This is an optimization exercise on Yosys and OpenROAD, whose aim is small area, a short achievable clock period and few clock cycles, not a production implementation. At most, simulation tests tie the RTL to the original design; equivalence was not proved. No activity file was given, so power comes from the tool's default toggle rates.

==> 12-11 <==
// height_map_smoother
module height_map_smoother (
  input  logic        clk,
  input  logic        rst,
  input  logic        s_tvalid,
  output logic        s_tready,
  input  logic [15:0] s_tdata,    
  input  logic [1:0]  s_tuser,    
  output logic        m_tvalid,
  input  logic        m_tready,
  output logic [15:0] m_tdata,    
  input  logic        cfg_valid,
  output logic        cfg_ready,
  input  logic [7:0]  cfg_data
);
  assign cfg_ready = 1'b1;
  hms_ctrl u_ctrl (
    .clk       (clk),
    .rst       (rst),
    .s_tvalid  (s_tvalid),
    .s_tready  (s_tready),
    .s_tdata   (s_tdata),
    .s_tuser   (s_tuser),
    .cfg_valid (cfg_valid),
    .cfg_data  (cfg_data),
    .m_tvalid  (m_tvalid),
    .m_tready  (m_tready),
    .m_tdata   (m_tdata)
  );
endmodule
make LEC_CHECK=0 CAP_MARGIN=20 CORE_MARGIN=2 CORE_UTILIZATION=55 CTS_BUF_LIST='sky130_fd_sc_hd__clkbuf_4 sky130_fd_sc_hd__clkbuf_8' SLEW_MARGIN=20 finish   # period 8.0 ns
run.sh (not shown) runs the stock make flow with config.mk's settings and CLKGATE_MAP_FILE= SYNTH_SCRIPT=/design/flow/synth_recipe.tcl, a recipe that flattens the netlist after the stock synthesis.
==> inputs of 03-07, as changes to 12-11 <==
- SETUP_SLACK_MARGIN: default -> 4
==> inputs of 06-15, as changes to 12-11 <==
- CTS_BUF_LIST: sky130_fd_sc_hd__clkbuf_4 sky130_fd_sc_hd__clkbuf_8 -> sky130_fd_sc_hd__clkbuf_16
- CTS_CLUSTER_DIAMETER: default -> 100
- CTS_CLUSTER_SIZE: default -> 30
- SETUP_SLACK_MARGIN: default -> 4
==> flow_metrics.py <==
metrics = {
    "status": {
        "status": "complete, no violations",
    },
    "finish": {
        "clkbuf_count": 572,
        "seqCellArea_sq_um": 48100,
        "layout-drive-gt1-share_pct": 13.8,
    },
    "detailed_routing": {
        "first_iter_violations": 1730,
    },
    "power": {
        "ir_drop_mv": 0.222,
    },
}
-- figures above: 12-11

==> flow_metrics.py <==
metrics = {
    "status": {
        "status": "complete, no violations",
    },
    "finish": {
        "seqCellArea_sq_um": 48200,
        "clkbuf_count": 92,
        "layout-drive-gt1-share_pct": 5.59,
    },
    "detailed_routing": {
        "first_iter_violations": 1787,
    },
    "power": {
        "ir_drop_mv": 0.286,
    },
}
-- figures above: 06-15

==> flow_metrics.py <==
metrics = {
    "finish": {
        "layout-drive-gt1-share_pct": 14.5,
        "seqCellArea_sq_um": 48200,
        "clkbuf_count": 572,
    },
    "power": {
        "power.switching_mw": 7.78,
        "ir_drop_mv": 0.222,
    },
    "clock_tree": {
        "cts.path.max_buffers": 4,
    },
    "detailed_routing": {
        "first_iter_violations": 1752,
    },
    "yosys": {
        "synth_cells": 4875,
    },
    "status": {
        "status": "complete, no violations",
    },
}
-- figures above: 03-07

Function was not checked in any run of this note: the RTL went through the layout flow alone.


==> inputs of exp/raven <==
height_map_smoother, a different RTL version from the one above (not shown whole).
==> flow/config.mk <==
export PLATFORM = sky130hd
export DESIGN_NAME = height_map_smoother
export DESIGN_NICKNAME = height_map_smoother
export VERILOG_FILES = /design/flow/design.v
export SDC_FILE = /design/flow/constraint.sdc
export NUM_CORES = 4
export LEC_CHECK = 0
export CAP_MARGIN = 20
export CORE_MARGIN = 2
export CORE_UTILIZATION = 55
export CTS_BUF_LIST = sky130_fd_sc_hd__clkbuf_16
export CTS_CLUSTER_DIAMETER = 100
export CTS_CLUSTER_SIZE = 30
export SETUP_SLACK_MARGIN = 5
export SLEW_MARGIN = 20
==> flow/constraint.sdc <==
create_clock -name core_clock -period 8.0 [get_ports {clk}]
set_input_delay 1.6000 -clock core_clock [delete_from_list [all_inputs] [get_ports {clk}]]
set_output_delay 1.6000 -clock core_clock [all_outputs]
set_load 0.01 [all_outputs]
standard.sh (not shown) runs the stock make flow with config.mk's settings and CLKGATE_MAP_FILE= SYNTH_SCRIPT=/design/flow/synth_recipe.tcl, a recipe that flattens the netlist after the stock synthesis.
==> flow/flow/run.sh <==
#!/bin/bash
# Own layout flow: the standard flow (standard.sh), with two changes:
#  - no adder cells in synthesis (ADDER_MAP_FILE empty): ABC maps the adders itself;
#    the registers, their names and cell types are those of the standard synthesis
#  - the port buffers that the flow puts on every input and output are buf_4 cells
# Each step's full output stays in orfs/logs/; make's own output goes to make_finish.log.
set -euo pipefail
export ADDER_MAP_FILE=
export BUFFER_PORTS_ARGS="-buffer_cell sky130_fd_sc_hd__buf_4"
bash standard.sh finish > make_finish.log 2>&1
==> exp/nickel (differences from exp/raven) <==
==> flow/run.sh (new file) <==
#!/bin/bash
# synth_recipe.tcl (not shown) runs the flow's synth.tcl, then flattens the netlist and writes it again
# the make line also repeats each setting of config.mk as NAME=value (left out here)
make -C /OpenROAD-flow-scripts/flow DESIGN_CONFIG=/design/flow/config.mk WORK_HOME=/design/flow/orfs CLKGATE_MAP_FILE= SYNTH_SCRIPT=/design/flow/synth_recipe.tcl finish
removed: flow/flow/run.sh
removed: flow/standard.sh
==> exp/fjord (differences from exp/raven) <==
--- a/flow/design.v
+++ b/flow/design.v
@@ -53,28 +53,29 @@
     end
   end
   assign r = 5'(x[4:0] - (5'(q) << 4) - (5'(q) << 1));
 endmodule
 module hms_div9 (
   input  logic [6:0] x,
-  output logic [3:0] q
+  output logic [3:0] q,
+  output logic [3:0] r
 );
   always_comb begin
     q = 4'd0;
     for (int k = 1; k <= 10; k++) begin
       if (x >= 7'(9 * k)) q = 4'(k);
     end
   end
+  assign r = 4'(x[3:0] - (q << 3) - q);
 endmodule
 import hms_pkg::*;
 module hms_unit (
   input  logic        clk,
   input  logic        rst,
   input  logic [7:0]  a0, a1, a2, r1,               
-  input  logic [7:0]  b0, b1,                       
-  input  logic [7:0]  b2,                           
+  input  logic [7:0]  b0, b1, b2,                   
   input  logic [7:0]  c4,                           
   input  logic [7:0]  c1,                           
   input  logic [7:0]  c,                            
   input  logic [7:0]  x,                            
   input  logic [13:0] k1n,                          
   input  logic [13:0] k2,                           
@@ -87,48 +88,44 @@
   output logic [7:0]  count
 );
   logic [9:0]  su;
   logic [11:0] sl;
   always_ff @(posedge clk) begin
     su <= 10'(a0) + 10'(a1) + 10'(a2) + 10'(r1);
-    sl <= (12'(c4) << 3) + 12'd510 - 12'(b0) - 12'(b1);
+    sl <= (12'(c4) << 3) + 12'd765 - 12'(b0) - 12'(b1) - 12'(b2);
   end
   logic [11:0] f;
   always_ff @(posedge clk) begin
-    f <= sl - 12'(su) - 12'(b2) + 12'd1290;
+    f <= sl - 12'(su) + 12'd1035;
   end
-  logic [4:0]  fh;
+  logic [4:0]  fh, fh3;
   logic [6:0]  hl;
-  logic [3:0]  hq, hq3, hl3;
-  logic [7:0]  f7;
+  logic [3:0]  hq, hr, hq3, hr3;
   logic        f03;
   logic [11:0] f3;
   assign fh = f[11:7];
   assign hl = 7'(fh) + 7'(f[6:1]);
-  hms_div9 u_div9 (.x (hl), .q (hq));
+  hms_div9 u_div9 (.x (hl), .q (hq), .r (hr));
   always_ff @(posedge clk) begin
-    f7  <= (8'(fh) << 3) - 8'(fh);
+    fh3 <= fh;
     hq3 <= hq;
-    hl3 <= hl[3:0];
+    hr3 <= hr;
     f03 <= f[0];
     f3  <= f;
   end
-  logic [3:0]  hr;
   logic [4:0]  fr, g;
   logic        nz;
-  logic [7:0]  vq, vqa;
+  logic [7:0]  vq;
   logic [8:0]  lo, hi;
   logic [13:0] lo_t, hi_t;
-  assign hr   = 4'(hl3 - (hq3 << 3) - hq3);
-  assign fr   = {hr, f03};
+  assign fr   = {hr3, f03};
   assign nz   = fr != 5'd0;
-  assign vqa  = 8'(c1 + 8'd100 - f7 - 8'(hq3));
   assign lo_t = 14'(f3) + k1n;
   assign hi_t = 14'(f3) + k2;
   always_ff @(posedge clk) begin
-    vq <= nz ? vqa - 8'd1 : vqa;
+    vq <= 8'(c1 + 8'd100 - (8'(fh3) << 3) + 8'(fh3) - 8'(hq3) - 8'(nz));
     g  <= nz ? fr : 5'd18;
     lo <= lo_t[13] ? 9'd0 : (lo_t > 14'd256) ? 9'd256 : lo_t[8:0];
     hi <= hi_t[13] ? 9'd0 : (hi_t > 14'd256) ? 9'd256 : hi_t[8:0];
   end
   logic [3:0] xq;
   logic [4:0] xr;
@@ -206,59 +203,45 @@
     .clk  (clk),
     .w_d  (w_d),
     .u1_d (u1_d),
     .u2_d (u2_d),
     .q    (q)
   );
-  logic [7:0] cw, cw_n;
+  logic [7:0] cw, cr, cw_n, cr_n;
   logic       labeled, relabel;
-  localparam logic [7:0] R_OFS = 8'(R_POS - W_POS + 1);
   logic        c0v, c1v;
   logic [17:0] c0, c1;        
   logic        disp, acc;
   logic [1:0]  np;
-  logic [17:0] cin, c0_n;
-  logic [7:0]  ain;
-  logic        m;             
+  logic [17:0] cin;
   assign acc = s_tvalid && s_tready;
-  assign ain = {s_tdata[3:0], s_tdata[7:4]};    
-  assign cin = {s_tuser, s_tdata[15:8], (s_tuser == OP_READ) ? 8'(ain + R_OFS) : ain};
+  assign cin = {s_tuser, s_tdata};
   assign np  = 2'(c0v) + 2'(c1v) - 2'(disp);
+  logic [17:0] c0_n;
+  logic        mw, mr;          
   assign c0_n = (np == 2'd0) ? cin : (disp ? c1 : c0);
-  logic [7:0] cw1, ct1;
-  logic       m_n;
-  assign cw1 = cw + 8'd1;
-  assign ct1 = c0[7:0] + 8'd1;
-  always_comb begin
-    if (np == 2'd0) begin
-      m_n = relabel ? (cin[7:0] == ct1) : (cin[7:0] == cw1);
-    end else if (disp) begin
-      m_n = relabel ? (c1[7:0] == ct1) : (c1[7:0] == cw1);
-    end else begin
-      m_n = c0[7:0] == cw1;
-    end
-  end
   always_ff @(posedge clk) begin
     c0 <= c0_n;
-    m  <= m_n;
+    mw <= {c0_n[3:0], c0_n[7:4]} == cw_n;
+    mr <= {c0_n[3:0], c0_n[7:4]} == cr_n;
     if (np == 2'd1) c1 <= cin;
     if (rst) begin
       c0v      <= 1'b0;
       c1v      <= 1'b0;
       s_tready <= 1'b1;
     end else begin
       c0v      <= (np != 2'd0) || acc;
       c1v      <= (np == 2'd2) || (np == 2'd1 && acc);
       s_tready <= !((np == 2'd2) || (np == 2'd1 && acc));
     end
   end
   logic [1:0] op;
-  logic [7:0] tgt, wval;
+  logic [7:0] addr, wval;
   assign op   = c0[17:16];
   assign wval = c0[15:8];
-  assign tgt  = c0[7:0];
+  assign addr = {c0[3:0], c0[7:4]};    
   logic        a1, a2, done1, done2, go1, go2;
   logic [7:0]  cnt1, cnt2;
   logic        busy, res_ok, cfg_hold;
   logic        first1, last1, inner1, first2, last2, inner2;
   logic [7:0]  cell1_n, cell2_n;
   assign cell1_n = 8'(cw_n - 8'(U1_POS - W_POS));
@@ -269,44 +252,44 @@
     inner1 <= cell1_n[3:0] != 4'd0 && cell1_n[3:0] != 4'd15;
     first2 <= cell2_n == 8'd17;
     last2  <= cell2_n == 8'd238;
     inner2 <= cell2_n[3:0] != 4'd0 && cell2_n[3:0] != 4'd15;
   end
   assign cfg_hold = cfg_v1 || cfg_v2;
-  always_ff @(posedge clk) begin
-    busy <= !rst && (a1 || go1 || a2 || go2);
-  end
+  assign busy = a1 || a2 || done1 || done2;
   assign go1  = c0v && op == OP_SMOOTH && !busy && first1 && res_ok && !cfg_hold;
   assign go2  = c0v && op == OP_SMOOTH && a1 && !a2 && first2 && res_ok && !cfg_hold;
   hms_unit u_unit1 (
     .clk (clk), .rst (rst),
     .a0 (q[U1_POS+12]), .a1 (q[U1_POS+11]), .a2 (q[U1_POS+10]), .r1 (q[U1_POS-6]),
-    .b0 (q[U1_POS-20]), .b1 (q[U1_POS-21]), .b2 (q[U1_POS-21]),
+    .b0 (q[U1_POS-20]), .b1 (q[U1_POS-21]), .b2 (q[U1_POS-22]),
     .c4 (q[U1_POS-5]), .c1 (q[U1_POS-2]), .c (q[U1_POS-1]), .x (q[U1_POS]),
     .k1n (k1n), .k2 (k2),
     .go (go1), .last (last1), .inner (inner1),
     .act (a1), .d (u1_d), .done (done1), .count (cnt1)
   );
   hms_unit u_unit2 (
     .clk (clk), .rst (rst),
     .a0 (q[U2_POS+12]), .a1 (q[U2_POS+11]), .a2 (q[U2_POS+10]), .r1 (q[U2_POS-6]),
-    .b0 (q[U2_POS-20]), .b1 (q[U2_POS-21]), .b2 (q[U2_POS-21]),
+    .b0 (q[U2_POS-20]), .b1 (q[U2_POS-21]), .b2 (q[U2_POS-22]),
     .c4 (q[U2_POS-5]), .c1 (q[U2_POS-2]), .c (q[U2_POS-1]), .x (q[U2_POS]),
     .k1n (k1n), .k2 (k2),
     .go (go2), .last (last2), .inner (inner2),
     .act (a2), .d (u2_d), .done (done2), .count (cnt2)
   );
   logic do_w, do_r;
-  assign do_w    = c0v && op == OP_WRITE && !busy && (m || !labeled);
-  assign do_r    = c0v && op == OP_READ && !busy && m && res_ok;
+  assign do_w    = c0v && op == OP_WRITE && !busy && (mw || !labeled);
+  assign do_r    = c0v && op == OP_READ && !busy && mr && res_ok;
   assign disp    = do_w || do_r || go1 || go2 || (c0v && op == 2'd3);
   assign relabel = do_w && !labeled;
   assign w_d  = do_w ? wval : q[W_POS-1];
-  assign cw_n = relabel ? ct1 : cw1;
+  assign cw_n = relabel ? addr + 8'd1 : cw + 8'd1;
+  assign cr_n = relabel ? 8'(addr + 8'd1 - 8'(R_POS - W_POS + 1)) : cr + 8'd1;
   always_ff @(posedge clk) begin
     cw <= cw_n;
+    cr <= cr_n;
     if (rst) begin
       labeled <= 1'b0;
     end else if (do_w) begin
       labeled <= 1'b1;
     end
   end
==> flow/run.sh (new file) <==
#!/bin/bash
# synth_recipe.tcl (not shown) runs the flow's synth.tcl, then flattens the netlist and writes it again
# the make line also repeats each setting of config.mk as NAME=value (left out here)
make -C /OpenROAD-flow-scripts/flow DESIGN_CONFIG=/design/flow/config.mk WORK_HOME=/design/flow/orfs CLKGATE_MAP_FILE= SYNTH_SCRIPT=/design/flow/synth_recipe.tcl finish
--- a/flow/config.mk
+++ b/flow/config.mk
@@ -8,8 +8,8 @@
 export CAP_MARGIN = 20
 export CORE_MARGIN = 2
 export CORE_UTILIZATION = 55
 export CTS_BUF_LIST = sky130_fd_sc_hd__clkbuf_16
 export CTS_CLUSTER_DIAMETER = 100
 export CTS_CLUSTER_SIZE = 30
-export SETUP_SLACK_MARGIN = 5
+export SETUP_SLACK_MARGIN = 4.7
 export SLEW_MARGIN = 20
removed: flow/flow/run.sh
removed: flow/standard.sh
==> run_results.csv <==
group,metric,value,unit
run_status,status,"finished clean",
sta,worst_pin_slew,0.840,ns
place,dp_slack,3.77,ns
sta,period_share,0.444,
routing,dr.pass1.iters,5,
global_routing,grt_use_met1,0.238,
routing,wire_per_inst,15.4,um
place,dpl_cell_area,66500,um2
critical_path,worstPathMaxFanout,3,
yosys,synth_fa_ha_area_frac,0.0828,
critical_path,arrival,4.13,ns
finish,n_all_buffers,147,
power,p_clk,5400,uW
the above is filed under exp/fjord

==> run_results.csv <==
group,metric,value,unit
run_status,status,"finished clean",
finish,n_all_buffers,210,
sta,period_share,0.437,
routing,wire_per_inst,15.6,um
place,dp_slack,4.04,ns
yosys,synth_fa_ha_area_frac,0.0168,
routing,dr.pass1.iters,5,
the above is filed under exp/raven

==> run_results.csv <==
group,metric,value,unit
run_status,status,"finished clean",
place,dpl_cell_area,67500,um2
yosys,synth_fa_ha_area_frac,0.0807,
global_routing,grt_use_met1,0.245,
critical_path,worstPathMaxFanout,4,
routing,dr.pass1.iters,6,
place,dp_slack,3.80,ns
the above is filed under exp/nickel

Testbench counts of exp/fjord, summed over its fixed seeds: cycles 6,072.
The RTL of exp/raven and exp/nickel was laid out without a check of its function.

## re-timing with driven ports
No port has a modelled driver above. Below, the same layouts with a new extraction and two added sets of constraints. Step 1 sets driving cells, clkbuf_16 on the clock port and buf_2 on the other inputs (assumed; they add their load-dependent delay and slew). Step 2, shift: input delay + t, output delay - t, t = (earliest + latest rising clock arrival at the registers) / 2. This alone moves slack from input paths to output paths. Three values: ideal, step 1, step 2; two values: the first two.
run | shift t [ns] | setup slack, ns | worst hold slack (ns) | clock arrival spread, ns | worst slew at a driven data input, ns
12-11 | 0.995 | 3.508 / 3.508 / 3.508 | 0.259 / 0.259 / 0.259 | 0.092 / 0.092 | 0.13
03-07 | 0.995 | 4.090 / 4.090 / 4.090 | 0.260 / 0.260 / 0.260 | 0.091 / 0.090 | 0.13
06-15 | 0.760 | 4.181 / 4.181 / 4.126 | 0.295 / 0.295 / 0.295 | 0.052 / 0.051 | 0.13
exp/raven | 0.782 | 4.502 / 4.502 / 4.502 | 0.312 / 0.312 / 0.312 | 0.053 / 0.053 | 0.08
exp/nickel | 0.770 | 4.218 / 4.218 / 4.218 | 0.283 / 0.283 / 0.283 | 0.063 / 0.063 | 0.09
exp/fjord | 0.756 | 4.446 / 4.446 / 4.178 | 0.310 / 0.310 / 0.310 | 0.038 / 0.039 | 0.12
After both steps setup and hold are still met in every run listed. For exp/fjord, which loses most, drivers alone change the setup slack by 0.000 ns; drivers and shift together by -0.268 ns.
